This design comes from an exercise in tuning for small area and a short achievable clock period on the open sky130 flow, not from production work.
RTL that was checked went through simulation tests only; none was proved equivalent to the original.
No functional check of the RTL was part of runs 1 and 2.
Power and IR drop assume default switching activity.

**design/flow/run.sh**
```bash
#!/bin/bash
# synth_recipe.tcl (not shown) runs the flow's synth.tcl, then flattens the netlist and writes it again
# the make line also repeats each setting of config.mk as NAME=value (left out here)
make -C /OpenROAD-flow-scripts/flow DESIGN_CONFIG=/design/flow/config.mk WORK_HOME=/design/flow/orfs CLKGATE_MAP_FILE= SYNTH_SCRIPT=/design/flow/synth_recipe.tcl finish
```
**design/flow/config.mk**
```make
export PLATFORM = sky130hd
export DESIGN_NAME = scratchpad_mem
export DESIGN_NICKNAME = scratchpad_mem
export VERILOG_FILES = /design/flow/design.v
export SDC_FILE = /design/flow/constraint.sdc
export NUM_CORES = 4
export LEC_CHECK = 0
export CAP_MARGIN = 20
export CORE_MARGIN = 2
export CORE_UTILIZATION = 40
export SETUP_SLACK_MARGIN = 1.5
export SLEW_MARGIN = 20
```
**design/flow/constraint.sdc**
```tcl
create_clock -name core_clock -period 5.5 [get_ports {clk}]
set_input_delay 1.1000 -clock core_clock [delete_from_list [all_inputs] [get_ports {clk}]]
set_output_delay 1.1000 -clock core_clock [all_outputs]
set_load 0.01 [all_outputs]
```
**design/flow/design.v**
```verilog
`timescale 1ns/10ps
module store_lane_queue (
  input  logic                             clk,
  input  logic                             rst_n,
  input  logic                             addr_enq,
  input  logic [$clog2(64)-1:0] addr_idx,
  input  logic                             data_enq,
  input  logic [32-1:0]            data_elem,
  output logic                             addr_full,
  output logic                             data_full,
  output logic                             pair_req,
  output logic [$clog2(64)-1:0] head_idx,
  output logic [32-1:0]            head_elem,
  output logic                             deadlock_hit,
  input  logic                             pop
);
  localparam int IW = $clog2(64);
  logic [IW-1:0]         addr_q [4];
  logic [32-1:0] data_q [4];
  logic [1:0] addr_wp;
  logic [1:0] data_wp;
  logic [1:0] rp;
  logic [2:0] addr_cnt;
  logic [2:0] data_cnt;
  logic       addr_empty;
  logic       data_empty;
  logic [5:0] dl_cnt;
  always_ff @(posedge clk) begin
    for (int e = 0; e < 4; e++) begin
      if (addr_enq && addr_wp == 2'(e)) addr_q[e] <= addr_idx;
      if (data_enq && data_wp == 2'(e)) data_q[e] <= data_elem;
    end
  end
  always_ff @(posedge clk or negedge rst_n) begin
    if (!rst_n) begin
      addr_wp  <= '0;
      data_wp  <= '0;
      rp       <= '0;
      addr_cnt <= '0;
      data_cnt <= '0;
    end else begin
      if (addr_enq) addr_wp <= addr_wp + 2'd1;
      if (data_enq) data_wp <= data_wp + 2'd1;
      if (pop)      rp      <= rp + 2'd1;
      addr_cnt <= addr_cnt + 3'(addr_enq) - 3'(pop);
      data_cnt <= data_cnt + 3'(data_enq) - 3'(pop);
    end
  end
  assign addr_empty = (addr_cnt == '0);
  assign data_empty = (data_cnt == '0);
  assign addr_full  = addr_cnt[2];
  assign data_full  = data_cnt[2];
  assign pair_req   = !addr_empty && !data_empty;
  always_comb begin
    head_idx  = '0;
    head_elem = '0;
    for (int e = 0; e < 4; e++) begin
      head_idx  = head_idx  | (addr_q[e] & {IW{rp == 2'(e)}});
      head_elem = head_elem | (data_q[e] & {32{rp == 2'(e)}});
    end
  end
  always_ff @(posedge clk or negedge rst_n) begin
    if (!rst_n) begin
      dl_cnt <= '0;
    end else if (addr_empty ^ data_empty) begin
      if (!dl_cnt[5]) dl_cnt <= dl_cnt + 6'd1;
    end else begin
      dl_cnt <= '0;
    end
  end
  assign deadlock_hit = dl_cnt[5];
endmodule
`timescale 1ns/10ps
module scratchpad_array (
  input  logic                             clk,
  input  logic [64-1:0]         wr_oh,
  input  logic [32-1:0]            wr_elem,
  input  logic [$clog2(64)-1:0] rd_idx,
  output logic [32-1:0]            rd_elem
);
  logic [32-1:0] mem [64];
  logic [7:0]            rd_hi;
  logic [7:0]            rd_lo;
  always_ff @(posedge clk) begin
    for (int w = 0; w < 64; w++)
      if (wr_oh[w]) mem[w] <= wr_elem;
  end
  for (genvar i = 0; i < 8; i++) begin : g_dec
    assign rd_hi[i] = (rd_idx[5:3] == 3'(i));
    assign rd_lo[i] = (rd_idx[2:0] == 3'(i));
  end
  always_comb begin
    rd_elem = '0;
    for (int w = 0; w < 64; w++)
      rd_elem = rd_elem | (mem[w] & {32{rd_hi[w/8] & rd_lo[w%8]}});
  end
endmodule
`timescale 1ns/10ps
module error_latch (
  input  logic        clk,
  input  logic        rst_n,
  input  logic        tag_oob,
  input  logic        deadlock,
  output logic        error_valid,
  output logic [15:0] error_code
);
  logic [1:0] code;
  always_ff @(posedge clk or negedge rst_n) begin
    if (!rst_n) begin
      error_valid <= 1'b0;
      code        <= 2'd0;
    end else if (!error_valid && (tag_oob || deadlock)) begin
      error_valid <= 1'b1;
      code        <= tag_oob ? 2'd1 : 2'd2;
    end
  end
  assign error_code = {14'd0, code};
endmodule
`timescale 1ns/10ps
module scratchpad_mem (
  input  logic                            clk,
  input  logic                            rst_n,
  input  logic                            ld_addr_valid,
  output logic                            ld_addr_ready,
  input  logic [2+16-1:0] ld_addr_data,
  output logic                            ld_data_valid,
  input  logic                            ld_data_ready,
  output logic [2+32-1:0] ld_data_data,
  output logic                            ld_done_valid,
  input  logic                            ld_done_ready,
  output logic [2-1:0]            ld_done_data,
  input  logic                            st_addr_valid,
  output logic                            st_addr_ready,
  input  logic [2+16-1:0] st_addr_data,
  input  logic                            st_data_valid,
  output logic                            st_data_ready,
  input  logic [2+32-1:0] st_data_data,
  output logic                            st_done_valid,
  input  logic                            st_done_ready,
  output logic [2-1:0]            st_done_data,
  output logic                            error_valid,
  output logic [15:0]                     error_code
);
  localparam int IW = $clog2(64);
  localparam int NP = 3;
  localparam int EW = 32;
  logic [1:0]       ld_tag, sa_tag, sd_tag;
  logic             ld_ok, sa_ok, sd_ok;
  logic [NP-1:0]    addr_enq, data_enq, addr_full, data_full;
  logic [NP-1:0]    req, dl, pop, sel_oh;
  logic [IW-1:0]    head_idx  [NP];
  logic [EW-1:0]    head_elem [NP];
  logic [IW-1:0]    wr_idx;
  logic [EW-1:0]    wr_elem;
  logic [64-1:0] wr_oh;
  logic [EW-1:0]    rd_elem;
  assign ld_tag        = ld_addr_data[17:16];
  assign ld_ok         = !(ld_tag[1] && ld_tag[0]);
  assign ld_addr_ready = ld_ok && ld_data_ready && ld_done_ready;
  assign ld_data_valid = ld_addr_valid && ld_ok && ld_done_ready;
  assign ld_done_valid = ld_addr_valid && ld_ok && ld_data_ready;
  assign ld_data_data  = {ld_tag, rd_elem};
  assign ld_done_data  = ld_tag;
  assign sa_tag = st_addr_data[17:16];
  assign sd_tag = st_data_data[33:32];
  assign sa_ok  = !(sa_tag[1] && sa_tag[0]);
  assign sd_ok  = !(sd_tag[1] && sd_tag[0]);
  assign st_addr_ready = sa_ok && !addr_full[sa_tag];
  assign st_data_ready = sd_ok && !data_full[sd_tag];
  for (genvar i = 0; i < NP; i++) begin : g_lane
    assign addr_enq[i] = st_addr_valid && (sa_tag == 2'(i)) && !addr_full[i];
    assign data_enq[i] = st_data_valid && (sd_tag == 2'(i)) && !data_full[i];
    store_lane_queue lane_i (
      .clk, .rst_n,
      .addr_enq(addr_enq[i]), .addr_idx(st_addr_data[IW-1:0]),
      .data_enq(data_enq[i]), .data_elem(st_data_data[EW-1:0]),
      .addr_full(addr_full[i]), .data_full(data_full[i]),
      .pair_req(req[i]), .head_idx(head_idx[i]), .head_elem(head_elem[i]),
      .deadlock_hit(dl[i]), .pop(pop[i])
    );
  end
  assign sel_oh[0] = req[0];
  assign sel_oh[1] = req[1] && !req[0];
  assign sel_oh[2] = req[2] && !req[1] && !req[0];
  assign st_done_valid = |req;
  assign st_done_data  = {!req[0] && !req[1], !req[0] && req[1]};
  assign pop           = sel_oh & {NP{st_done_ready}};
  always_comb begin
    wr_idx  = '0;
    wr_elem = '0;
    for (int i = 0; i < NP; i++) begin
      wr_idx  = wr_idx  | (head_idx[i]  & {IW{sel_oh[i]}});
      wr_elem = wr_elem | (head_elem[i] & {EW{sel_oh[i]}});
    end
  end
  always_comb begin
    for (int w = 0; w < 64; w++)
      wr_oh[w] = st_done_ready && (|req) && (wr_idx == IW'(w));
  end
  scratchpad_array array_i (
    .clk, .wr_oh, .wr_elem, .rd_idx(ld_addr_data[IW-1:0]), .rd_elem
  );
  error_latch error_i (
    .clk, .rst_n,
    .tag_oob((ld_addr_valid && !ld_ok) || (st_addr_valid && !sa_ok) || (st_data_valid && !sd_ok)),
    .deadlock(|dl), .error_valid, .error_code
  );
endmodule
```
==> results.py, run 1 <==
metrics = {
    "outcome": {
        "status": "finished clean",
    },
    "critical_path": {
        "crit_slowest_cell": "or4_4",
        "crit_chain": "buf_12 -> buf_12 -> nand3b_1 -> buf_6 -> nor2_4 -> buf_4 -> a22oi_1 -> nand3_2 -> or4_4 -> buf_6 -> or4_4 -> buf_6",
        "path_buf_inv": 6,
        "crit_required_ns": 4.40,
        "critPathTopFamily": "simple AND/OR/NAND/NOR gates",
        "start_kind": "primary input",
        "max_stage_delay_ns": 0.55,
        "regToRegSetupSlack_ns": 1.53,
        "crit_top_cell": "buf_6",
        "critical_path_class": "in2out",
        "critPathMaxFanout": 8,
        "end_kind": "output pin",
        "worstPathArrival_ns": 3.74,
    },
    "route": {
        "firstDrtPassIters": 9,
        "drt_iter0_markers": 10540,
        "vias_per_cell": 6.214,
        "drt-total-wl_mm": 331.9,
        "vias": 59170,
        "wl_per_cell_um": 34.86,
        "drc": 0,
        "antenna_left": 0,
    },
    "synth": {
        "yosysWarningCount": 9,
        "ys_types": 66,
        "synth_edf_count": 2504,
        "synth_ff_type": "edfxtp_1",
        "ys_ff_latch": 2561,
        "ys_seq_area_share_pct": 80.99,
        "async_flop_share_pct": 2.226,
        "postSynthCellCount": 5309,
        "synth.avg_cell_area_um2": 17.82,
        "synth_area_um2": 94600,
    },
    "global_route": {
        "grt_remaining_overflow": 0,
        "antenna_found_initial": 21,
        "grt_usage_pct": 26.79,
        "grt_pass1_wl_mm": 449.4,
        "grt_pass1_vias": 55710,
        "grt_max_degree": 65,
    },
    "cells_and_area": {
        "final_common_cell": "edfxtp_1",
        "final_cell_mix": "edfxtp_1, a22oi_1, buf_4",
        "num-fill-cells": 19030,
        "drive_gt1_share_pct": 25.97,
        "seq_area_um2": 76620,
        "syn2layout_area_growth_pct": 24.65,
        "multiInputGateArea_um2": 19430,
        "finalNetCount": 6304,
    },
    "timing": {
        "post-route-period-util_pct": 87.94,
        "final.setup.tns_ns": 0,
        "hold_viol": 0,
        "finalCriticalPeriod_ns": 4.837,
        "tightest_slew_ns": 1.168,
        "skew_ns": 0.1131,
        "max_freq_mhz": 206.7,
        "setup_viol": 0,
        "rsz0062_at_grt": "yes",
        "relSlewSlack_pct": 22.10,
        "slew_violations": 0,
    },
    "power_and_ir_drop": {
        "power.leakage_nw": 38.68,
        "ir_worst_vdd_v": 0.0003735,
        "finalPower_mw": 58.73,
        "pwr_density_cell_nw_per_um2": 498.0,
    },
    "clock_tree": {
        "clk_pin_slew_ns": 0.07,
        "cts_hold_buf": 0,
        "cts_root_buf": "clkbuf_16",
        "cts_tree": "yes",
        "clock_sinks": 2561,
        "numCtsBuffers": 239,
        "htreeDepth": 4,
        "clock_path_buffers": 3,
        "clk_latency_ns": 0.91,
    },
    "floorplanning": {
        "start_util_pct": 40.23,
        "boundaryPins": 139,
        "die_w_um": 490.3,
        "fp.coreArea_um2": 235200,
        "rows": 178,
        "fp.dieArea_um2": 240400,
        "die_height_um": 490.3,
    },
    "hold_path": {
        "hold_class": "in2async",
    },
    "place": {
        "dp_hpwl_mm": 201.2,
        "port_buffers": 104,
        "place_congestion": 0.9117,
    },
    "job": {
        "maxCapViolCount": 0,
    },
}
## cell families (layout without fill, tap and decap cells)
| family | Yosys count | after routing | share of synthesized area [%] |
|---|---|---|---|
| adder cells (fa/ha/maj) | 60 | 60 | 0.8412 |
| multiplexers | 80 | 80 | 0.8623 |
| AND/OR/NAND/NOR | 847 | 849 | 4.388 |
| XOR/XNOR | 33 | 33 | 0.3055 |
| other | 1 | 18 | 0.003964 |
| buffers and inverters | 362 | 1407 | 1.590 |
| flip-flops | 2561 | 2561 | 80.99 |
| AO/OA/AOI/OAI | 1365 | 1365 | 11.02 |
## flip-flops by register name, indices dropped and copies added (netlist names)
name / flops
array_i.mem: 2048
g_lane.lane_i.data_q: 384
g_lane.lane_i.addr_q: 72
g_lane.lane_i.dl_cnt: 18
g_lane.lane_i.addr_cnt: 9
g_lane.lane_i.data_cnt: 9
g_lane.lane_i.addr_wp: 6
g_lane.lane_i.data_wp: 6
g_lane.lane_i.rp: 6
error_i.code: 2
error_i.error_valid: 1
## timing repair
action,in CTS,in global routing
setup endpoints to repair,763,459
cloned,9,2
pin swaps,182,140
gates resized for setup,529,150
buffers inserted,178,53
## final timing paths
kind,from,end,cells past startpoint
hold / removal,rst_n,g_lane[2].lane_i.rp[1],2
min in group core_clock,g_lane[2].lane_i.data_cnt[0],g_lane[2].lane_i.data_cnt[0],1
setup reg to reg,g_lane[1].lane_i.data_cnt[1],array_i.mem[23][2],9
hold reg to reg,g_lane[2].lane_i.data_cnt[0],g_lane[2].lane_i.data_cnt[0],1
max in group asynchronous,rst_n,g_lane[0].lane_i.dl_cnt[0],2
setup / recovery,ld_addr_data[2],ld_data_data[25],12
## cell usage after synthesis (40+ instances only)
cell	n	area (um^2)
edfxtp_1	2504	75190
a22oi_1	962	7222
nand2_1	299	1122
clkbuf_1	186	698.2
nor2_1	159	596.8
nand4_1	114	713.2
mux2i_1	68	680.7
buf_1	63	236.5
a221o_1	57	570.6
dfrtp_1	57	1426
ha_1	54	675.7
nand3_1	51	255.2
inv_1	46	172.7
buf_2	44	220.2
a21oi_1	41	205.2
and2_1	40	250.2
o21ai_0	40	200.2
## final cells by class
cell class	count	area share, %
diodes	4	0.008488
clock inverters	146	1.168
inverters	46	0.1464
flip-flops and latches	2561	64.97
well taps	3150	3.342
repair buffers	917	8.570
clock buffers	298	5.314
multi-input cells	2401	16.48
## per-layer routing
metal | track usage [%] | up-vias | part of all wire [%]
li1 | - | 23610 | -
met1 | 36.97 | 30380 | 37
met2 | 40.93 | 4350 | 45
met3 | 6.792 | 817 | 14
met4 | 10.13 | 20 | 4.8
met5 | 0 | - | 0.045
## metrics by stage
| stage | util (%) | setup slack, ns | area [um^2] | instances | hold slack (ns) |
|---|---|---|---|---|---|
| finish | 50.14 | 0.6630 | 117900 | 9523 | 0.3813 |
| global route | 50.14 | 0.6430 | 117900 | 9519 | 0.4256 |
| CTS | 49.66 | 0.6989 | 116800 | 9464 | 0.3489 |
| detailed placement | 44.84 | -0.3602 | 105500 | 8833 | 0.4851 |
| global placement | 44.83 | -0.3763 | 105400 | 8832 | 0.4787 |
| floorplan | - | 1.311 | 94750 | 5322 | 0.4519 |
## report_power, final
part	internal, mW	total [mW]	switching, mW
clock	8.97	16.3	7.30
combinational	2.75	13.6	10.8
sequential	28.5	28.9	0.437
## worst reg2reg max path, stage by stage (launching register included)
cell,delay [ns]
dfrtp_1,0.42
or3_1,0.38
ha_1,0.34
or3b_2,0.64
a21oi_1,0.24
a221o_1,0.25
nand2_2,0.36
buf_4,0.37
nor2_4,0.13
clkbuf_8,0.46
==> run 2: changes to the inputs <==
--- a/design/flow/config.mk
+++ b/design/flow/config.mk
@@ -8,5 +8,4 @@
 export CAP_MARGIN = 20
 export CORE_MARGIN = 2
 export CORE_UTILIZATION = 40
-export SETUP_SLACK_MARGIN = 1.5
 export SLEW_MARGIN = 20
==> run 2 against run 1 <==
Now fails the layout checks on negative setup slack. Critical path depth up 2. Critical path type unchanged. First-iteration DRC count down 6.5%. Register-to-register slack worse by 0.40 ns. Utilization down 1.8 points. Total power down 0.56%. Clock skew down 0.022 ns. Sequential power about the same. Area after synthesis unchanged. Fmax down 14%. Die area unchanged. Global-route usage down 0.45 points. Cell count down 2.4%.
==> results.py, run 2 <==
metrics = {
    "outcome": {
        "status": "complete, but fails checks",
        "failed_checks": "negative setup slack",
    },
    "route": {
        "drc": 0,
        "firstDrtPassIters": 7,
        "wl_per_cell_um": 34.97,
        "vias_per_cell": 6.217,
        "drt_iter0_markers": 9855,
        "drt-total-wl_mm": 325.0,
        "vias": 57790,
        "antenna_left": 0,
    },
    "place": {
        "placedCellCount": 8809,
        "place_congestion": 0.9036,
        "dp_hpwl_mm": 198.1,
        "port_buffers": 104,
        "pre_cts_slack_ns": -0.4447,
    },
    "synth": {
        "synthXorXnorAreaFrac_pct": 0.3055,
        "synth.avg_cell_area_um2": 17.82,
        "ys_ff_latch": 2561,
        "synth_top_family_by_area": "compound AO/OA/AOI/OAI gates",
        "synth_ff_type": "edfxtp_1",
        "synth_edf_count": 2504,
        "synthAdderAreaFrac_pct": 0.8411,
        "ys_seq_area_share_pct": 80.99,
        "yosysWarningCount": 9,
        "yosys.area_share.simple_pct": 4.388,
        "netlist_top_cells_area": "edfxtp_1, a22oi_1, dfrtp_1",
        "synth_top_area_share_pct": 79.48,
        "synthMuxAreaShare_pct": 0.8623,
        "ys_types": 66,
        "synth_area_um2": 94600,
        "synth_most_common_cell": "edfxtp_1",
        "synth_top_cell_by_area": "edfxtp_1",
        "postSynthCellCount": 5309,
        "async_flop_share_pct": 2.226,
        "synth_common_cells": "edfxtp_1, a22oi_1, nand2_1",
        "synth_compound_area_share_pct": 11.02,
    },
    "global_route": {
        "grt_usage_pct": 26.34,
        "grt_max_degree": 65,
        "grt_remaining_overflow": 0,
        "grt_pass1_wl_mm": 441.6,
        "grt_pass1_vias": 54660,
        "antenna_found_initial": 20,
    },
    "critical_path": {
        "worst-r2r-cell-count": 9,
        "start_kind": "primary input",
        "regToRegStartpoint": "g_lane[1].lane_i.data_cnt[1]",
        "crit_chain": "clkdlybuf4s50_1 -> buf_12 -> nand3b_2 -> buf_12 -> buf_4 -> nor2_4 -> buf_4 -> buf_12 -> a2bb2oi_1 -> nand4_1 -> nor2_4 -> nand4_1 -> buf_4 -> clkdlybuf4s50_1",
        "crit_slowest_cell": "clkdlybuf4s50_1",
        "crit_required_ns": 4.40,
        "max_stage_delay_ns": 0.47,
        "critPathMaxFanout": 14,
        "rr_endpoint": "array_i.mem[8][28]",
        "critical_path_class": "in2out",
        "regToRegSetupSlack_ns": 1.13,
        "end_kind": "output pin",
        "worstPathArrival_ns": 4.55,
    },
    "cells_and_area": {
        "drive_gt1_share_pct": 19.38,
        "num-fill-cells": 19500,
        "syn2layout_area_growth_pct": 20.17,
        "finalNetCount": 6074,
        "seq_area_um2": 76620,
        "multiInputGateArea_um2": 18140,
        "final-instance-count-excl-fill": 9295,
        "largest_reg_flops": 2048,
        "final_cell_mix": "edfxtp_1, a22oi_1, buf_4",
        "final_common_cell": "edfxtp_1",
        "largest_register": "array_i.mem",
        "reg.largest.list": "array_i.mem x2048, g_lane.lane_i.data_q x384, g_lane.lane_i.addr_q x72",
    },
    "clock_tree": {
        "cts_root_buf": "clkbuf_16",
        "cts_hold_buf": 0,
        "clock_sinks": 2561,
        "cts_tree": "yes",
        "clk_pin_slew_ns": 0.06,
        "numCtsBuffers": 240,
        "htreeDepth": 4,
        "clock_path_buffers": 3,
        "clk_latency_ns": 0.90,
    },
    "power_and_ir_drop": {
        "pwr_density_cell_nw_per_um2": 513.7,
        "pwr-share-seq_pct": 49.5,
        "power.leakage_nw": 36.85,
        "p_switching_mw": 18.17,
        "pwr-share-comb_pct": 22.2,
        "ir_worst_vdd_v": 0.0004121,
        "power_frac_clock_pct": 28.3,
        "sw_frac_of_total_pct": 31.11,
        "p_int_mw": 40.23,
    },
    "hold_path": {
        "hold_class": "in2async",
    },
    "floorplanning": {
        "die_height_um": 490.3,
        "die_w_um": 490.3,
        "boundaryPins": 139,
        "rows": 178,
        "fp.dieArea_um2": 240400,
        "fp.coreArea_um2": 235200,
        "start_util_pct": 40.23,
    },
    "timing": {
        "max_freq_mhz": 176.9,
        "rsz0062_at_grt": "yes",
        "skew_ns": 0.09148,
        "final.setup.tns_ns": -0.1936,
        "finalCriticalPeriod_ns": 5.654,
        "post-route-period-util_pct": 102.8,
        "worst_slack_ns": -0.1539,
        "setup_viol": 3,
        "tightest_slew_ns": 1.143,
        "relSlewSlack_pct": 23.80,
        "whs_ns": 0.3811,
        "slew_violations": 0,
        "hold_viol": 0,
    },
    "job": {
        "maxCapViolCount": 0,
    },
}
run 2: power groups by stage:
stage	combinational, mW	sequential (mW)	clock (mW)
floorplan	5.62	29.4	0
global placement	12.1	29.2	0
detailed placement	12.5	29.3	0
CTS	12.6	28.9	16.6
global route	13.5	29.0	17.4
finish	13.0	28.9	16.6
run 2: layout make-up:
| cell class | instances | area share (%) |
|---|---|---|
| clock inverter | 132 | 1.247 |
| timing repair buffer | 687 | 6.189 |
| antenna | 5 | 0.01101 |
| inverter | 46 | 0.1519 |
| tap | 3150 | 3.467 |
| multi-input combinational | 2400 | 15.96 |
| clock buffer | 314 | 5.582 |
| sequential | 2561 | 67.40 |
run 2: critical path, delay by kind of cell:
family	cells	cell delay [ns]
buffers and inverters	8	2.08
AND/OR/NAND/NOR	5	1.05
AO/OA/AOI/OAI	1	0.27
run 2: worst max-delay path by stage:
| stage | to | start | slack, ns | depth (start not counted) |
|---|---|---|---|---|
| 5_1_grt | ld_data_data[1] | ld_addr_data[5] | -0.15 | 15 |
| 4_1_cts | ld_data_data[1] | ld_addr_data[2] | -0.06 | 13 |
| 3_5_place_dp | ld_data_data[19] | ld_addr_data[2] | -0.44 | 11 |
| 2_1_floorplan | array_i.mem[32][0] | g_lane[1].lane_i.data_cnt[1] | 1.31 | 10 |
| 3_3_place_gp | ld_data_data[19] | ld_addr_data[1] | -0.45 | 11 |
| 6_report | ld_data_data[1] | ld_addr_data[5] | -0.15 | 14 |
run 2: metrics by stage:
stage,util [%],power (mW),area (um^2)
5_1_grt,48.33,59.91,113700
6_report,48.34,58.40,113700
3_5_place_dp,44.60,41.86,104900
4_1_cts,48.16,58.11,113300
2_1_floorplan,-,35.03,94650
3_3_place_gp,44.60,41.32,104900
run 2: repair_timing:
item / in CTS / in global routing
buffers inserted: 23 / 9
gates resized for setup: 92 / 44
gates cloned: 1 / 0
pin swaps: 31 / 12
endpoints found under the setup margin: 31 / 25
run 2: cells by family (layout without fill, tap and decap cells):
family,Yosys count,after routing
AO/OA/AOI/OAI,1365,1365
XOR/XNOR,33,33
adder cells (fa/ha/maj),60,60
buffers and inverters,362,1179
flip-flops,2561,2561
multiplexers,80,80
other,1,19
AND/OR/NAND/NOR,847,848
run 2: per-layer routing:
metal	part of all wire (%)	track usage (%)	up-vias
met4	4.0	8.880	18
li1	-	-	23140
met1	37	35.75	29890
met5	0.035	0	-
met2	45	40.65	4020
met3	14	7.671	722
==> run 3: changes to the inputs <==
--- a/design/flow/design.v
+++ b/design/flow/design.v
@@ -20,8 +20,8 @@
   logic [1:0] addr_wp;
   logic [1:0] data_wp;
   logic [1:0] rp;
-  logic [2:0] addr_cnt;
-  logic [2:0] data_cnt;
+  logic [3:0] addr_th;    
+  logic [3:0] data_th;
   logic       addr_empty;
   logic       data_empty;
   logic [5:0] dl_cnt;
@@ -36,20 +36,22 @@
       addr_wp  <= '0;
       data_wp  <= '0;
       rp       <= '0;
-      addr_cnt <= '0;
-      data_cnt <= '0;
+      addr_th  <= '0;
+      data_th  <= '0;
     end else begin
       if (addr_enq) addr_wp <= addr_wp + 2'd1;
       if (data_enq) data_wp <= data_wp + 2'd1;
       if (pop)      rp      <= rp + 2'd1;
-      addr_cnt <= addr_cnt + 3'(addr_enq) - 3'(pop);
-      data_cnt <= data_cnt + 3'(data_enq) - 3'(pop);
-    end
-  end
-  assign addr_empty = (addr_cnt == '0);
-  assign data_empty = (data_cnt == '0);
-  assign addr_full  = addr_cnt[2];
-  assign data_full  = data_cnt[2];
+      if (addr_enq && !pop)      addr_th <= {addr_th[2:0], 1'b1};
+      else if (!addr_enq && pop) addr_th <= {1'b0, addr_th[3:1]};
+      if (data_enq && !pop)      data_th <= {data_th[2:0], 1'b1};
+      else if (!data_enq && pop) data_th <= {1'b0, data_th[3:1]};
+    end
+  end
+  assign addr_empty = !addr_th[0];
+  assign data_empty = !data_th[0];
+  assign addr_full  = addr_th[3];
+  assign data_full  = data_th[3];
   assign pair_req   = !addr_empty && !data_empty;
   always_comb begin
     head_idx  = '0;
@@ -78,22 +80,67 @@
   input  logic [$clog2(64)-1:0] rd_idx,
   output logic [32-1:0]            rd_elem
 );
-  logic [32-1:0] mem [64];
-  logic [7:0]            rd_hi;
-  logic [7:0]            rd_lo;
+  localparam int EW = 32;
+  logic [EW-1:0] mem [64];
+  logic [5:0]    idx_n;
+  logic [7:0]    hi_n;
+  logic [7:0]    lo_n;
+  logic [64-1:0] wl;
   always_ff @(posedge clk) begin
     for (int w = 0; w < 64; w++)
       if (wr_oh[w]) mem[w] <= wr_elem;
   end
-  for (genvar i = 0; i < 8; i++) begin : g_dec
-    assign rd_hi[i] = (rd_idx[5:3] == 3'(i));
-    assign rd_lo[i] = (rd_idx[2:0] == 3'(i));
-  end
-  always_comb begin
-    rd_elem = '0;
-    for (int w = 0; w < 64; w++)
-      rd_elem = rd_elem | (mem[w] & {32{rd_hi[w/8] & rd_lo[w%8]}});
-  end
+  for (genvar k = 0; k < 6; k++) begin : g_inv
+    sp_inv inv_i (.a(rd_idx[k]), .y(idx_n[k]));
+  end
+  for (genvar i = 0; i < 8; i++) begin : g_pre
+    sp_nand3 lo_i (
+      .a(i[0] ? rd_idx[0] : idx_n[0]),
+      .b(i[1] ? rd_idx[1] : idx_n[1]),
+      .c(i[2] ? rd_idx[2] : idx_n[2]),
+      .y(lo_n[i])
+    );
+    sp_nand3 hi_i (
+      .a(i[0] ? rd_idx[3] : idx_n[3]),
+      .b(i[1] ? rd_idx[4] : idx_n[4]),
+      .c(i[2] ? rd_idx[5] : idx_n[5]),
+      .y(hi_n[i])
+    );
+  end
+  for (genvar w = 0; w < 64; w++) begin : g_wl
+    sp_nor2 wl_i (.a(hi_n[w/8]), .b(lo_n[w%8]), .y(wl[w]));
+  end
+  for (genvar b = 0; b < EW; b++) begin : g_bit
+    logic [7:0]  t1;
+    logic [3:0]  t2;
+    for (genvar j = 0; j < 8; j++) begin : g_l1
+      sp_ao8 g_i (
+        .s(wl[8*j +: 8]),
+        .d({mem[8*j+7][b], mem[8*j+6][b], mem[8*j+5][b], mem[8*j+4][b],
+            mem[8*j+3][b], mem[8*j+2][b], mem[8*j+1][b], mem[8*j][b]}),
+        .y(t1[j])
+      );
+    end
+    for (genvar j = 0; j < 4; j++) begin : g_l2
+      sp_nor2 g_i (.a(t1[2*j]), .b(t1[2*j+1]), .y(t2[j]));
+    end
+    sp_nand4 g_l3 (.a(t2[0]), .b(t2[1]), .c(t2[2]), .d(t2[3]), .y(rd_elem[b]));
+  end
+endmodule
+module sp_inv (input logic a, output logic y);
+  assign y = ~a;
+endmodule
+module sp_nor2 (input logic a, input logic b, output logic y);
+  assign y = ~(a | b);
+endmodule
+module sp_nand3 (input logic a, input logic b, input logic c, output logic y);
+  assign y = ~(a & b & c);
+endmodule
+module sp_nand4 (input logic a, input logic b, input logic c, input logic d, output logic y);
+  assign y = ~(a & b & c & d);
+endmodule
+module sp_ao8 (input logic [7:0] s, input logic [7:0] d, output logic y);
+  assign y = |(s & d);
 endmodule
 `timescale 1ns/10ps
 module error_latch (
@@ -193,9 +240,15 @@
       wr_elem = wr_elem | (head_elem[i] & {EW{sel_oh[i]}});
     end
   end
-  always_comb begin
-    for (int w = 0; w < 64; w++)
-      wr_oh[w] = st_done_ready && (|req) && (wr_idx == IW'(w));
+  logic [7:0] wr_hi, wr_lo;
+  logic       wr_go;
+  assign wr_go = st_done_ready && (|req);
+  for (genvar i = 0; i < 8; i++) begin : g_wdec
+    assign wr_hi[i] = (wr_idx[5:3] == 3'(i));
+    assign wr_lo[i] = wr_go && (wr_idx[2:0] == 3'(i));
+  end
+  for (genvar w = 0; w < 64; w++) begin : g_wsel
+    assign wr_oh[w] = wr_hi[w/8] && wr_lo[w%8];
   end
   scratchpad_array array_i (
     .clk, .wr_oh, .wr_elem, .rd_idx(ld_addr_data[IW-1:0]), .rd_elem
--- a/design/flow/config.mk
+++ b/design/flow/config.mk
@@ -8,4 +8,7 @@
 export CAP_MARGIN = 20
 export CORE_MARGIN = 2
 export CORE_UTILIZATION = 40
+export CTS_BUF_LIST = sky130_fd_sc_hd__clkbuf_4 sky130_fd_sc_hd__clkbuf_8
+export SETUP_SLACK_MARGIN = 1.5
 export SLEW_MARGIN = 20
+export SYNTH_HIERARCHICAL = 1
==> run 3 against run 2 <==
The run now finishes clean. Area after synthesis shrank 1.8%. Non-clock buffer count shrank 2. Sequential power shrank 24%.
==> results.py, run 3 <==
metrics = {
    "outcome": {
        "status": "finished clean",
    },
    "place": {
        "pre_cts_slack_ns": -0.2260,
        "port_buffers": 104,
        "placedCellCount": 8449,
        "dp_hpwl_mm": 143.9,
        "placed_area_um2": 101900,
        "place_congestion": 0.7995,
    },
    "timing": {
        "max_freq_mhz": 220.1,
        "whs_ns": 0.2329,
        "rsz0062_at_grt": "yes",
        "slew_violations": 0,
        "post-route-period-util_pct": 82.60,
        "finalCriticalPeriod_ns": 4.543,
        "tightest_slew_ns": 1.145,
        "skew_ns": 0.09951,
        "hold_viol": 0,
        "setup_viol": 0,
        "final.setup.tns_ns": 0,
        "relSlewSlack_pct": 23.37,
        "worst_slack_ns": 0.9572,
    },
    "synth": {
        "synth.avg_cell_area_um2": 18.55,
        "postSynthCellCount": 5008,
        "yosysWarningCount": 15,
        "synth_area_um2": 92890,
        "netlist_top_cells_area": "edfxtp_1, a22oi_1, nand4_1",
        "synth_top_cell_by_area": "edfxtp_1",
        "async_flop_share_pct": 2.454,
        "synth_most_common_cell": "edfxtp_1",
        "ys_ff_latch": 2567,
        "synth_common_cells": "edfxtp_1, a22oi_1, nand4_1",
        "synth_edf_count": 2504,
        "ys_seq_area_share_pct": 82.64,
        "ys_types": 40,
        "synth_ff_type": "edfxtp_1",
        "synth_top_area_share_pct": 80.95,
    },
    "route": {
        "wl_per_cell_um": 29.17,
        "firstDrtPassIters": 6,
        "drt_iter0_markers": 6434,
        "vias_per_cell": 5.845,
        "antenna_left": 0,
        "vias": 54850,
        "drt-total-wl_mm": 273.8,
        "drc": 0,
    },
    "clock_tree": {
        "clk_pin_slew_ns": 0.06,
        "clock_path_buffers": 4,
        "numCtsBuffers": 413,
        "clk_latency_ns": 1.08,
        "cts_hold_buf": 0,
        "cts_root_buf": "clkbuf_8",
        "htreeDepth": 5,
        "clock_sinks": 2567,
        "cts_tree": "yes",
    },
    "floorplanning": {
        "start_util_pct": 40.33,
        "fp.coreArea_um2": 230300,
        "die_w_um": 485.9,
        "rows": 176,
        "die_height_um": 485.9,
        "boundaryPins": 139,
        "fp.dieArea_um2": 236100,
    },
    "power_and_ir_drop": {
        "pwr_density_cell_nw_per_um2": 359.5,
        "power.leakage_nw": 35.89,
        "ir_worst_vdd_v": 0.0002877,
    },
    "hold_path": {
        "hold_class": "in2async",
    },
    "cells_and_area": {
        "final-instance-count-excl-fill": 9385,
        "final_cell_area_um2": 114500,
        "drive_gt1_share_pct": 27.04,
        "num-fill-cells": 18760,
        "syn2layout_area_growth_pct": 23.29,
        "largest_register": "array_i.mem",
        "finalNetCount": 6172,
        "final_cell_mix": "edfxtp_1, a22oi_1, clkbuf_8",
        "final_common_cell": "edfxtp_1",
        "reg.largest.list": "array_i.mem x2048, g_lane.lane_i.data_q x384, g_lane.lane_i.addr_q x72",
        "largest_reg_flops": 2048,
    },
    "global_route": {
        "grt_pass1_vias": 53800,
        "grt_pass1_wl_mm": 385.4,
        "grt_max_degree": 65,
        "grt_usage_pct": 22.70,
        "antenna_found_initial": 26,
        "grt_remaining_overflow": 0,
    },
    "critical_path": {
        "regToRegSetupSlack_ns": 1.89,
        "critical_path_class": "in2out",
        "critPathMaxFanout": 5,
        "worstPathArrival_ns": 3.44,
        "end_kind": "output pin",
        "regToRegStartpoint": "g_lane[2].lane_i.rp[1]",
        "start_kind": "primary input",
        "crit_required_ns": 4.40,
        "cp-startpoint": "ld_addr_data[1]",
    },
    "job": {
        "maxCapViolCount": 0,
    },
}
[run 3: cell count changes in the layout (fill, tap and decap cells not counted), moves of 122 or more]
cell and change:
nand4_1 +177, buf_4 -129, a22oi_1 +142, a22oi_2 +185, clkbuf_4 +122, clkbuf_8 +417, clkbuf_16 -239
[run 3: metrics by stage]
step                      utilization, %  total power [mW]
final                              49.72             41.18
after global routing               49.72             42.51
after CTS                          49.41             41.36
after detailed placement           44.25             25.66
after global placement             44.22             25.56
after floorplan                        -             24.14
[run 3: cell type report]
class	instances	area [um^2]	area share (%)
Sequential cell	2567	76770	67.03
Multi-Input combinational cell	2344	18200	15.89
Timing Repair Buffer	685	7830	6.837
Clock buffer	541	6683	5.835
Tap cell	3026	3786	3.306
Clock inverter	179	1100	0.9603
Inverter	35	145.1	0.1267
Antenna cell	8	20.02	0.01748
[run 3: Yosys stat by module, one instance, submodules excluded]
| module | cells inside | area (um^2) | flip-flops and latches |
|---|---|---|---|
| sp_nor2 | 1 | 3.754 | 0 |
| store_lane_queue | 383 | 6464 | 172 |
| scratchpad_array | 2048 | 61500 | 2048 |
| sp_nand3 | 1 | 5.005 | 0 |
| sp_inv | 1 | 3.754 | 0 |
| error_latch | 24 | 224.0 | 3 |
| scratchpad_mem | 261 | 1466 | 0 |
| sp_ao8 | 5 | 36.28 | 0 |
| sp_nand4 | 1 | 6.256 | 0 |
[run 3: timing repair]
| item | CTS | global route |
|---|---|---|
| buffers inserted | 158 | 10 |
| gates cloned | 34 | 2 |
| setup endpoints to repair | 35 | 33 |
| pin swaps | 276 | 188 |
| resized for setup | 571 | 107 |
[run 3: final timing paths]
path | endpoint | depth (start not counted)
max reg2reg | array_i.mem[52][7] | 9
max in group asynchronous | g_lane[0].lane_i.addr_wp[1] | 2
min | g_lane[1].lane_i.data_wp[1] | 2
min reg2reg | g_lane[2].lane_i.addr_th[2] | 2
max | ld_data_data[13] | 16
min in group core_clock | g_lane[2].lane_i.addr_th[2] | 2
[run 3: logic make-up after synthesis]
kind of cell | share of synthesized area, %
xor gates and xnor gates | 0.1980
DFF | 82.64
other | 0.004037
adders and majority gates | 0.6465
AOI/OAI and AO/OA | 10.97
buffers and inverters | 0.7381
muxes | 0.1832
and+or+nand+nor | 4.621
[run 3: critical path, cell delays in order]
cell        delay (ns)
buf_6             0.07
buf_12            0.12
clkinvlp_4        0.19
nand3_4           0.13
buf_6             0.12
buf_6             0.10
nor2_4            0.04
buf_12            0.13
buf_16            0.14
a22oi_2           0.12
nand4_1           0.30
nor2_1            0.24
buf_6             0.19
nand4_1           0.11
buf_4             0.17
buf_6             0.12
[run 3: layer usage]
metal  up-vias  track usage (%)  wire length [um]
li1      23310                -                 -
met1     28210            29.90            105700
met2      2775            37.42            133600
met3       528            4.657             24980
met4        32            7.946              9337
met5         -                0               211
[run 3: where the power goes]
part	internal, mW	switching, mW
sequential	21.8	0.128
clock	8.44	7.31
combinational	1.10	2.38
total	31.4	9.82
==> run 4: changes to the inputs <==
--- a/design/flow/config.mk
+++ b/design/flow/config.mk
@@ -8,7 +8,6 @@
 export CAP_MARGIN = 20
 export CORE_MARGIN = 2
 export CORE_UTILIZATION = 40
-export CTS_BUF_LIST = sky130_fd_sc_hd__clkbuf_4 sky130_fd_sc_hd__clkbuf_8
 export SETUP_SLACK_MARGIN = 1.5
 export SLEW_MARGIN = 20
 export SYNTH_HIERARCHICAL = 1
==> run 4 against run 3 <==
Worst hold slack improved by 0.13 ns. Non-clock buffer count increased by 21. Area after synthesis unchanged. Cell area increased by 0.55%. Via count decreased by 1.5%. Combinational power about the same. First-iteration DRC count decreased by 2.0%. Flip-flop and latch count unchanged. Sequential power about the same. Clock power increased by 9%. Still clean. Sequential share of layout area decreased by 0.37 points.
==> results.py, run 4 <==
metrics = {
    "outcome": {
        "status": "finished clean",
    },
    "route": {
        "wl_per_cell_um": 30.00,
        "firstDrtPassIters": 5,
        "drc": 0,
        "drt_iter0_markers": 6305,
        "antenna_left": 0,
        "vias": 54050,
        "vias_per_cell": 5.910,
        "drt-total-wl_mm": 274.4,
    },
    "cells_and_area": {
        "finalNetCount": 6055,
        "num-fill-cells": 18530,
        "multiInputGateArea_um2": 18170,
        "final_common_cell": "edfxtp_1",
        "largest_register": "array_i.mem",
        "syn2layout_area_growth_pct": 23.97,
        "final_util_pct": 50.00,
        "reg.largest.list": "array_i.mem x2048, g_lane.lane_i.data_q x384, g_lane.lane_i.addr_q x72",
        "final_cell_area_um2": 115200,
        "final-instance-count-excl-fill": 9146,
        "seq_area_um2": 76770,
        "largest_reg_flops": 2048,
        "final_cell_mix": "edfxtp_1, a22oi_1, buf_4",
        "drive_gt1_share_pct": 23.58,
    },
    "power_and_ir_drop": {
        "p_int_mw": 32.80,
        "pwr-share-seq_pct": 51.6,
        "finalPower_mw": 42.55,
        "ir_worst_vdd_v": 0.0003449,
        "p_switching_mw": 9.755,
        "sw_frac_of_total_pct": 22.93,
        "power.leakage_nw": 35.88,
        "power_frac_clock_pct": 40.2,
        "pwr-share-comb_pct": 8.2,
        "pwr_density_cell_nw_per_um2": 369.5,
    },
    "global_route": {
        "antenna_found_initial": 26,
        "grt_max_degree": 65,
        "grt_pass1_wl_mm": 383.8,
        "grt_pass1_vias": 52630,
        "use_met1_pct": 29.93,
        "grt_busiest_layer": "met2",
        "grt_usage_pct": 22.68,
        "use_met3_pct": 4.540,
        "use_met2_pct": 37.25,
        "grt_remaining_overflow": 0,
    },
    "synth": {
        "postSynthCellCount": 5008,
        "synth.avg_cell_area_um2": 18.55,
        "synth_edf_count": 2504,
        "synth_common_cells": "edfxtp_1, a22oi_1, nand4_1",
        "ys_types": 40,
        "synth_area_um2": 92890,
        "synth_ff_type": "edfxtp_1",
        "synth_top_cell_by_area": "edfxtp_1",
        "netlist_top_cells_area": "edfxtp_1, a22oi_1, nand4_1",
        "ys_seq_area_share_pct": 82.64,
        "synth_top_area_share_pct": 80.95,
        "ys_ff_latch": 2567,
        "synth_most_common_cell": "edfxtp_1",
        "yosysWarningCount": 15,
        "async_flop_share_pct": 2.454,
    },
    "critical_path": {
        "critPathTopFamily": "buffers and inverters",
        "regToRegSetupSlack_ns": 1.77,
        "critical_path_class": "in2out",
        "path_buf_inv": 12,
        "regToRegStartpoint": "g_lane[1].lane_i.addr_th[0]",
        "critPathMaxFanout": 7,
        "crit_chain": "buf_6 -> buf_12 -> clkinvlp_4 -> nand3_4 -> buf_12 -> buf_12 -> buf_6 -> nor2_4 -> buf_12 -> buf_12 -> buf_16 -> a22oi_1 -> nand4_1 -> nor2_1 -> buf_4 -> nand4_1 -> buf_4 -> buf_2",
        "worst-r2r-cell-count": 6,
        "worstPathArrival_ns": 3.50,
        "rr_endpoint": "array_i.mem[3][3]",
        "start_kind": "primary input",
        "crit_top_cell": "buf_12",
        "crit_required_ns": 4.40,
        "crit_slowest_cell": "nor2_1",
        "end_kind": "output pin",
        "max_stage_delay_ns": 0.20,
    },
    "clock_tree": {
        "clock_sinks": 2567,
        "cts_tree": "yes",
        "cts_root_buf": "clkbuf_16",
        "cts_hold_buf": 0,
        "htreeDepth": 5,
        "clk_latency_ns": 0.94,
        "numCtsBuffers": 275,
        "clk_pin_slew_ns": 0.06,
        "clock_path_buffers": 4,
    },
    "job": {
        "maxCapViolCount": 0,
    },
    "timing": {
        "finalCriticalPeriod_ns": 4.597,
        "whs_ns": 0.3675,
        "hold_viol": 0,
        "final.setup.tns_ns": 0,
        "rsz0062_at_grt": "yes",
        "post-route-period-util_pct": 83.58,
        "worst_slack_ns": 0.9029,
        "tightest_slew_ns": 1.190,
        "skew_ns": 0.1030,
        "slew_violations": 0,
        "relSlewSlack_pct": 20.36,
        "setup_viol": 0,
        "max_freq_mhz": 217.5,
    },
    "place": {
        "pre_cts_slack_ns": -0.2260,
        "place_congestion": 0.7995,
        "port_buffers": 104,
        "placedCellCount": 8449,
        "dp_hpwl_mm": 143.9,
        "placed_area_um2": 101900,
    },
    "floorplanning": {
        "start_util_pct": 40.33,
        "rows": 176,
        "die_height_um": 485.9,
        "fp.dieArea_um2": 236100,
        "fp.coreArea_um2": 230300,
        "die_w_um": 485.9,
        "boundaryPins": 139,
    },
    "hold_path": {
        "hold_class": "in2async",
    },
}
[run 4: power groups by stage]
stage	Combinational [mW]	Clock (mW)	Sequential, mW
3_3_place_gp	3.22	0	22.3
6_report	3.48	17.1	21.9
3_5_place_dp	3.30	0	22.4
5_1_grt	3.76	18.0	22.0
4_1_cts	3.45	17.3	21.9
2_1_floorplan	1.80	0	22.3
[run 4: what timing repair did]
action / 4_1_cts / 5_1_grt
setup buffers: 166 / 15
pin swaps: 260 / 157
resized for setup: 550 / 116
cloned: 39 / 5
setup endpoints to repair: 35 / 32
[run 4: modules after synthesis (local to each module, per instance)]
module	cells	cell area [um^2]	copies in the design
scratchpad_array	2048	61500	1
store_lane_queue	383	6464	3
scratchpad_mem	261	1466	1
error_latch	24	224.0	1
sp_ao8	5	36.28	256
sp_nand4	1	6.256	32
sp_nand3	1	5.005	16
sp_inv	1	3.754	6
sp_nor2	1	3.754	192
[run 4: logic make-up after synthesis]
group / synth area share, %
DFF: 82.64
and+or+nand+nor: 4.621
buffers and inverters: 0.7381
AOI/OAI and AO/OA: 10.97
xor gates and xnor gates: 0.1980
muxes: 0.1832
other: 0.004037
adders and majority gates: 0.6465
[run 4: worst max-delay path by stage]
stage,endpoint,from,slack (ns),cells past startpoint
final,ld_data_data[2],ld_addr_data[1],0.90,18
after global routing,ld_data_data[13],ld_addr_data[1],0.84,16
after CTS,ld_data_data[2],ld_addr_data[0],1.0,16
after detailed placement,ld_data_data[2],ld_addr_data[0],-0.23,14
after global placement,ld_data_data[25],ld_addr_data[2],-0.28,12
after floorplan,ld_data_data[0],ld_addr_data[2],1.66,7
[run 4: area by class of cell]
type	count	share of cell area, %
clock buffers	346	6.327
diodes	8	0.01738
inverters	35	0.1260
flip-flops and latches	2567	66.66
multi-input cells	2344	15.78
repair buffers	706	7.076
clock inverters	114	0.7236
well taps	3026	3.288
[run 4: worst reg2reg max path: cells and delay by family, from the launching register on]
| kind | cells | cell delay [ns] |
|---|---|---|
| flops | 1 | 0.43 |
| fa+ha+maj | 1 | 0.47 |
| buf+inv | 1 | 0.38 |
| simple gates | 4 | 2.12 |
[run 4: metal layers]
metal | vias up | wire length, um
met4 | 30 | 11180
met5 | - | 192
li1 | 23010 | -
met1 | 28020 | 105800
met2 | 2506 | 132100
met3 | 488 | 25110
==> run 5: changes to the inputs <==
--- a/design/flow/config.mk
+++ b/design/flow/config.mk
@@ -8,6 +8,9 @@
 export CAP_MARGIN = 20
 export CORE_MARGIN = 2
 export CORE_UTILIZATION = 40
+export CTS_BUF_LIST = sky130_fd_sc_hd__clkbuf_8
+export CTS_CLUSTER_DIAMETER = 60
+export CTS_CLUSTER_SIZE = 16
 export SETUP_SLACK_MARGIN = 1.5
 export SLEW_MARGIN = 20
 export SYNTH_HIERARCHICAL = 1
==> run 5 against run 4 <==
Still clean on timing, DRC and antenna. Clock skew fell by 0.018 ns. Global-route usage fell by 0.42 points. Sequential share of layout area rose by 3.0 points. Worst setup slack got worse by 0.046 ns. Fmax fell by 0.98%. Via count fell by 1.1%. Non-clock buffer count rose by 36. Cell area fell by 4.3%. Combinational power barely moved. Clock-buffer cell count fell by 154. Worst hold slack got worse by 0.064 ns. Flip-flop and latch count did not move. Largest cell class unchanged. Largest power group unchanged. Highest routed layer unchanged.
==> results.py, run 5 <==
metrics = {
    "outcome": {
        "status": "finished clean",
    },
    "clock_tree": {
        "clock_path_buffers": 3,
        "clk_latency_ns": 1.01,
        "cts_tree": "yes",
        "numCtsBuffers": 187,
        "clk_pin_slew_ns": 0.10,
        "cts_hold_buf": 0,
        "cts_root_buf": "clkbuf_8",
        "clock_sinks": 2567,
        "htreeDepth": 4,
    },
    "critical_path": {
        "start_kind": "primary input",
        "end_kind": "output pin",
        "crit_required_ns": 4.40,
        "crit_top_cell": "buf_6",
        "critical_path_class": "in2out",
        "crit_slowest_cell": "nand4_1",
        "max_stage_delay_ns": 0.31,
        "crit_chain": "buf_6 -> buf_12 -> clkinvlp_4 -> nand3_4 -> buf_6 -> buf_6 -> buf_6 -> nor2_4 -> buf_12 -> buf_16 -> a22oi_2 -> nand4_1 -> nor2_1 -> buf_6 -> nand4_1 -> buf_4 -> buf_6",
        "critPathMaxFanout": 5,
        "worstPathArrival_ns": 3.54,
    },
    "synth": {
        "async_flop_share_pct": 2.454,
        "synth_edf_count": 2504,
        "yosysWarningCount": 15,
        "synth_ff_type": "edfxtp_1",
        "netlist_top_cells_area": "edfxtp_1, a22oi_1, nand4_1",
        "postSynthCellCount": 5008,
        "synth_common_cells": "edfxtp_1, a22oi_1, nand4_1",
        "ys_seq_area_share_pct": 82.64,
        "ys_types": 40,
        "synth_top_area_share_pct": 80.95,
        "synth_top_cell_by_area": "edfxtp_1",
        "synth_area_um2": 92890,
        "ys_ff_latch": 2567,
        "synth_most_common_cell": "edfxtp_1",
        "synth.avg_cell_area_um2": 18.55,
    },
    "timing": {
        "max_freq_mhz": 215.4,
        "tightest_slew_ns": 1.183,
        "hold_viol": 0,
        "whs_ns": 0.3030,
        "finalCriticalPeriod_ns": 4.643,
        "final.setup.tns_ns": 0,
        "slew_violations": 0,
        "rsz0062_at_grt": "yes",
        "skew_ns": 0.08517,
        "post-route-period-util_pct": 84.42,
        "setup_viol": 0,
        "relSlewSlack_pct": 20.85,
    },
    "floorplanning": {
        "boundaryPins": 139,
        "die_w_um": 485.9,
        "fp.dieArea_um2": 236100,
        "die_height_um": 485.9,
        "rows": 176,
        "fp.coreArea_um2": 230300,
        "start_util_pct": 40.33,
    },
    "power_and_ir_drop": {
        "pwr_density_cell_nw_per_um2": 317.5,
        "power.leakage_nw": 33.77,
        "ir_worst_vdd_v": 0.0002648,
    },
    "job": {
        "maxCapViolCount": 0,
    },
    "place": {
        "dp_hpwl_mm": 143.9,
        "place_congestion": 0.7995,
        "port_buffers": 104,
    },
    "route": {
        "drc": 0,
        "drt-total-wl_mm": 269.7,
        "antenna_left": 0,
        "firstDrtPassIters": 6,
        "wl_per_cell_um": 30.05,
        "vias_per_cell": 5.957,
        "drt_iter0_markers": 6602,
        "vias": 53470,
    },
    "cells_and_area": {
        "finalNetCount": 6003,
        "drive_gt1_share_pct": 22.53,
        "largest_register": "array_i.mem",
        "final_cell_mix": "edfxtp_1, a22oi_1, buf_4",
        "reg.largest.list": "array_i.mem x2048, g_lane.lane_i.data_q x384, g_lane.lane_i.addr_q x72",
        "syn2layout_area_growth_pct": 18.69,
        "final_common_cell": "edfxtp_1",
        "largest_reg_flops": 2048,
    },
    "global_route": {
        "grt_pass1_vias": 52070,
        "grt_max_degree": 65,
        "grt_usage_pct": 22.26,
        "antenna_found_initial": 25,
        "grt_remaining_overflow": 0,
        "grt_pass1_wl_mm": 377.1,
    },
    "hold_path": {
        "hold_class": "in2async",
    },
}
[run 5: per-layer routing]
| layer | up-vias | wire length [um] | track usage [%] |
|---|---|---|---|
| li1 | 22690 | - | - |
| met1 | 27780 | 105800 | 29.70 |
| met2 | 2545 | 131400 | 36.99 |
| met3 | 415 | 23480 | 3.975 |
| met4 | 30 | 8844 | 7.179 |
| met5 | - | 195 | 0 |
[run 5: what timing repair did]
item,CTS,global route
gates resized for setup,562,89
setup endpoints to repair,35,32
pin swaps,227,132
buffers inserted,209,15
gates cloned,30,7
[run 5: per-module statistics from Yosys (local to each module, per instance)]
module | cells | area (um^2) | times used
error_latch | 24 | 224.0 | 1
scratchpad_array | 2048 | 61500 | 1
scratchpad_mem | 261 | 1466 | 1
sp_ao8 | 5 | 36.28 | 256
sp_inv | 1 | 3.754 | 6
sp_nand3 | 1 | 5.005 | 16
sp_nand4 | 1 | 6.256 | 32
sp_nor2 | 1 | 3.754 | 192
store_lane_queue | 383 | 6464 | 3
[run 5: worst max-delay path: cells and delay by family]
family / cells / cell delay, ns
simple gates: 5 / 0.86
compound gates: 1 / 0.12
buf+inv: 11 / 1.44
[run 5: worst paths after layout]
path | slack [ns] | startpoint | to | cells past startpoint
hold / removal | 0.30 | rst_n | g_lane[2].lane_i.rp[0] | 2
hold reg to reg | 0.52 | g_lane[2].lane_i.addr_th[2] | g_lane[2].lane_i.addr_th[2] | 2
setup reg to reg | 1.82 | g_lane[2].lane_i.rp[0] | array_i.mem[51][5] | 9
setup / recovery | 0.86 | ld_addr_data[0] | ld_data_data[13] | 17
min in group core_clock | 0.52 | g_lane[2].lane_i.addr_th[2] | g_lane[2].lane_i.addr_th[2] | 2
max in group asynchronous | 4.64 | rst_n | g_lane[2].lane_i.dl_cnt[2] | 2
[run 5: cells by family after synthesis]
group | after synthesis | share of synthesized area (%)
other | 1 | 0.004037
adder cells (fa/ha/maj) | 48 | 0.6465
multiplexers | 17 | 0.1832
AND/OR/NAND/NOR | 857 | 4.621
buffers and inverters | 120 | 0.7381
flip-flops | 2567 | 82.64
AO/OA/AOI/OAI | 1377 | 10.97
XOR/XNOR | 21 | 0.1980
[run 5: cell type report]
| class | count | area (um^2) |
|---|---|---|
| repair buffers | 742 | 8358 |
| well taps | 3026 | 3786 |
| flip-flops and latches | 2567 | 76770 |
| fillers | 19050 | 120100 |
| clock inverters | 60 | 575.6 |
| diodes | 9 | 22.52 |
| multi-input cells | 2344 | 17950 |
| inverters | 35 | 147.6 |
| clock buffers | 192 | 2643 |
[run 5: per-stage QoR]
| stage | instance area (um^2) | setup WS, ns | util (%) | total power, mW | cells |
|---|---|---|---|---|---|
| 2_1_floorplan | 93100 | 1.663 | - | 24.14 | 5021 |
| 3_3_place_gp | 101900 | -0.2803 | 44.22 | 25.56 | 8446 |
| 3_5_place_dp | 101900 | -0.2260 | 44.25 | 25.66 | 8449 |
| 4_1_cts | 109400 | 0.8746 | 47.51 | 35.10 | 8940 |
| 5_1_grt | 110200 | 0.8181 | 47.86 | 36.11 | 8970 |
| 6_report | 110300 | 0.8571 | 47.86 | 35.00 | 8975 |
[run 5: report_power, final]
part / internal, mW / total (mW) / switching [mW]
Clock: 3.61 / 9.60 / 5.99
Combinational: 1.11 / 3.50 / 2.38
Sequential: 21.8 / 21.9 / 0.127
==> run 6: changes to the inputs <==
--- a/design/flow/config.mk
+++ b/design/flow/config.mk
@@ -8,9 +8,9 @@
 export CAP_MARGIN = 20
 export CORE_MARGIN = 2
 export CORE_UTILIZATION = 40
-export CTS_BUF_LIST = sky130_fd_sc_hd__clkbuf_8
-export CTS_CLUSTER_DIAMETER = 60
-export CTS_CLUSTER_SIZE = 16
+export CTS_BUF_LIST = sky130_fd_sc_hd__clkbuf_16
+export CTS_CLUSTER_DIAMETER = 80
+export CTS_CLUSTER_SIZE = 30
 export SETUP_SLACK_MARGIN = 1.5
 export SLEW_MARGIN = 20
 export SYNTH_HIERARCHICAL = 1
==> run 6 against run 5 <==
Still clean on timing, DRC and antenna. Worst setup slack worse by 0.028 ns. Via count decreased by 0.80%. Cell area increased by 0.90%. Combinational power is essentially flat. Critical endpoint is now ld_data_data[30]. Largest power group unchanged. Highest routed layer unchanged.
==> results.py, run 6 <==
metrics = {
    "outcome": {
        "status": "finished clean",
    },
    "synth": {
        "netlist_top_cells_area": "edfxtp_1, a22oi_1, nand4_1",
        "synth_area_um2": 92890,
        "synth_most_common_cell": "edfxtp_1",
        "synth_ff_type": "edfxtp_1",
        "async_flop_share_pct": 2.454,
        "synth_common_cells": "edfxtp_1, a22oi_1, nand4_1",
        "postSynthCellCount": 5008,
        "ys_seq_area_share_pct": 82.64,
        "synth_top_area_share_pct": 80.95,
        "yosysWarningCount": 15,
        "synth_edf_count": 2504,
        "ys_ff_latch": 2567,
        "synth_top_cell_by_area": "edfxtp_1",
        "synth.avg_cell_area_um2": 18.55,
        "ys_types": 40,
    },
    "power_and_ir_drop": {
        "pwr-share-comb_pct": 9.7,
        "sw_frac_of_total_pct": 24.43,
        "power.leakage_nw": 33.98,
        "p_int_mw": 27.31,
        "power_frac_clock_pct": 29.7,
        "ir_worst_vdd_v": 0.0003611,
        "p_switching_mw": 8.828,
        "finalPower_mw": 36.14,
        "pwr_density_cell_nw_per_um2": 324.9,
        "pwr-share-seq_pct": 60.6,
    },
    "cells_and_area": {
        "final_common_cell": "edfxtp_1",
        "reg.largest.list": "array_i.mem x2048, g_lane.lane_i.data_q x384, g_lane.lane_i.addr_q x72",
        "finalNetCount": 5920,
        "final_cell_area_um2": 111200,
        "final_util_pct": 48.30,
        "num-fill-cells": 18850,
        "final_cell_mix": "edfxtp_1, a22oi_1, buf_4",
        "syn2layout_area_growth_pct": 19.76,
        "drive_gt1_share_pct": 22.72,
        "largest_reg_flops": 2048,
        "largest_register": "array_i.mem",
    },
    "timing": {
        "finalCriticalPeriod_ns": 4.670,
        "max_freq_mhz": 214.1,
        "setup_viol": 0,
        "relSlewSlack_pct": 18.96,
        "whs_ns": 0.4559,
        "tightest_slew_ns": 1.211,
        "post-route-period-util_pct": 84.92,
        "hold_viol": 0,
        "rsz0062_at_grt": "yes",
        "slew_violations": 0,
        "skew_ns": 0.06179,
    },
    "global_route": {
        "grt_remaining_overflow": 0,
        "grt_max_degree": 65,
        "grt_usage_pct": 22.10,
        "grt_pass1_wl_mm": 374.7,
        "antenna_found_initial": 22,
        "grt_pass1_vias": 51080,
    },
    "critical_path": {
        "cp-startpoint": "ld_addr_data[0]",
        "end_kind": "output pin",
        "crit_required_ns": 4.40,
        "worstPathArrival_ns": 3.57,
        "critical_path_class": "in2out",
        "regToRegStartpoint": "g_lane[0].lane_i.data_th[0]",
        "regToRegSetupSlack_ns": 1.80,
        "start_kind": "primary input",
        "critPathMaxFanout": 8,
    },
    "floorplanning": {
        "start_util_pct": 40.33,
        "fp.dieArea_um2": 236100,
        "rows": 176,
        "boundaryPins": 139,
        "die_height_um": 485.9,
        "die_w_um": 485.9,
        "fp.coreArea_um2": 230300,
    },
    "clock_tree": {
        "numCtsBuffers": 113,
        "clk_pin_slew_ns": 0.10,
        "htreeDepth": 3,
        "clock_sinks": 2567,
        "clock_path_buffers": 3,
        "clk_latency_ns": 0.85,
        "cts_root_buf": "clkbuf_16",
        "cts_tree": "yes",
    },
    "route": {
        "drt-total-wl_mm": 268.3,
        "vias_per_cell": 5.950,
        "vias": 53040,
        "drt_iter0_markers": 6407,
        "firstDrtPassIters": 6,
        "wl_per_cell_um": 30.10,
        "antenna_left": 0,
        "drc": 0,
    },
    "place": {
        "dp_hpwl_mm": 143.9,
        "place_congestion": 0.7995,
        "placed_area_um2": 101900,
        "port_buffers": 104,
    },
    "hold_path": {
        "hold_class": "in2async",
    },
    "job": {
        "maxCapViolCount": 0,
    },
}
-- run 6: cell count changes in the layout (fill, tap and decap cells not counted), moves of 15 or more --
cell	delta
inv_1	-16
buf_16	+15
a22oi_1	-48
clkbuf_16	+108
a22oi_2	+48
clkbuf_8	-192
-- run 6: per-layer routing --
layer / track usage (%) / share of wire [%]
met1: 29.64 / 40
met2: 37.10 / 49
met3: 3.592 / 8.0
met4: 6.533 / 3.6
met5: 0 / 0.064
-- run 6: path summary, 6_finish.rpt --
check / to / cells past startpoint
worst max-delay path: ld_data_data[30] / 18
worst min-delay path: g_lane[1].lane_i.dl_cnt[0] / 2
worst max register to register: array_i.mem[3][17] / 6
worst min register to register: g_lane[2].lane_i.data_th[2] / 2
max in group asynchronous: g_lane[1].lane_i.addr_wp[0] / 2
min in group core_clock: g_lane[2].lane_i.data_th[2] / 2
-- run 6: power by group through the flow --
stage / clock [mW] / combinational, mW / sequential [mW]
2_1_floorplan: 0 / 1.80 / 22.3
4_1_cts: 10.8 / 3.45 / 21.9
5_1_grt: 11.5 / 3.76 / 21.9
3_5_place_dp: 0 / 3.30 / 22.4
6_report: 10.7 / 3.49 / 21.9
3_3_place_gp: 0 / 3.22 / 22.3
-- run 6: what timing repair did --
action / 4_1_cts / 5_1_grt
endpoints found under the setup margin: 34 / 45
setup buffers: 187 / 20
pin swaps: 252 / 207
gates cloned: 41 / 3
endpoints found under the hold margin: 0 / 0
gates resized for setup: 570 / 126
hold buffers: 0 / 0
-- run 6: cell type report --
| cell class | count | area [um^2] | area share, % |
|---|---|---|---|
| Sequential cell | 2567 | 76770 | 69.01 |
| Multi-Input combinational cell | 2344 | 18180 | 16.34 |
| Timing Repair Buffer | 733 | 8417 | 7.566 |
| Tap cell | 3026 | 3786 | 3.403 |
| Clock buffer | 114 | 2853 | 2.564 |
| Clock inverter | 86 | 1072 | 0.9639 |
| Inverter | 35 | 145.1 | 0.1305 |
| Antenna cell | 9 | 22.52 | 0.02025 |
-- run 6: per-module statistics from Yosys, one instance, submodules excluded, excerpt --
module	flops+latches	area, um^2	cells inside
scratchpad_array	2048	61500	2048
scratchpad_mem	0	1466	261
error_latch	3	224.0	24
sp_ao8	0	36.28	5
sp_nand4	0	6.256	1
sp_nand3	0	5.005	1
sp_nor2	0	3.754	1
sp_inv	0	3.754	1
-- run 6: worst max-delay path, cell delays in order --
cell        delay (ns)
buf_6             0.07
buf_12            0.13
clkinvlp_4        0.16
buf_6             0.16
nand3_4           0.09
buf_8             0.15
buf_6             0.12
nor2_4            0.05
buf_12            0.15
buf_12            0.12
buf_16            0.15
a22oi_1           0.23
nand4_1           0.16
nor2_2            0.17
buf_6             0.17
nand4_1           0.09
buf_4             0.17
buf_6             0.11
-- run 6: cell families (layout without fill, tap and decap cells) --
logic type / after synthesis / in the layout / share of synthesized area, %
other: 1 / 23 / 0.004037
buffers and inverters: 120 / 968 / 0.7381
adders and majority gates: 48 / 48 / 0.6465
and+or+nand+nor: 857 / 867 / 4.621
xor gates and xnor gates: 21 / 21 / 0.1980
AOI/OAI and AO/OA: 1377 / 1377 / 10.97
muxes: 17 / 17 / 0.1832
DFF: 2567 / 2567 / 82.64
-- run 6: stage by stage --
step	setup slack (ns)	cells	TNS (ns)
after floorplan	1.663	5021	0
after global placement	-0.2803	8446	-4.764
after detailed placement	-0.2260	8449	-1.890
after CTS	0.7707	8877	0
after global routing	0.7348	8906	0
final	0.8296	8914	0

[port drivers added, routing unchanged]
The flow's constraints put no driver on any port. The routed layouts listed below were extracted and timed again, unchanged, in two steps. Step 1 (the two cells are an assumption about what drives the block):
set clk [get_ports {clk}]
set_driving_cell -lib_cell sky130_fd_sc_hd__clkbuf_16 $clk
set_driving_cell -lib_cell sky130_fd_sc_hd__buf_2 [delete_from_list [all_inputs] $clk]
Step 2 times the ports against the registers' clock, not the clock port: input delays grow and output delays shrink by t, the midpoint of the rising clock arrivals with the driver on. Three values: no drivers, after step 1, after step 2; two values: the first two.
run	t (ns)	setup slack, ns	slew at the worst register clock pin (ns)
run 1	0.939	0.663 / 0.595 / 0.595	0.07 / 0.07
run 2	0.944	-0.154 / -0.180 / -0.180	0.07 / 0.07
run 3	1.119	0.957 / 0.894 / 0.894	0.07 / 0.07
run 4	0.984	0.903 / 0.806 / 0.806	0.07 / 0.07
run 5	1.052	0.857 / 0.727 / 0.727	0.11 / 0.11
run 6	0.905	0.830 / 0.787 / 0.787	0.11 / 0.11
For run 5, which loses most, drivers alone change the setup slack by -0.130 ns; drivers and shift together by -0.130 ns.
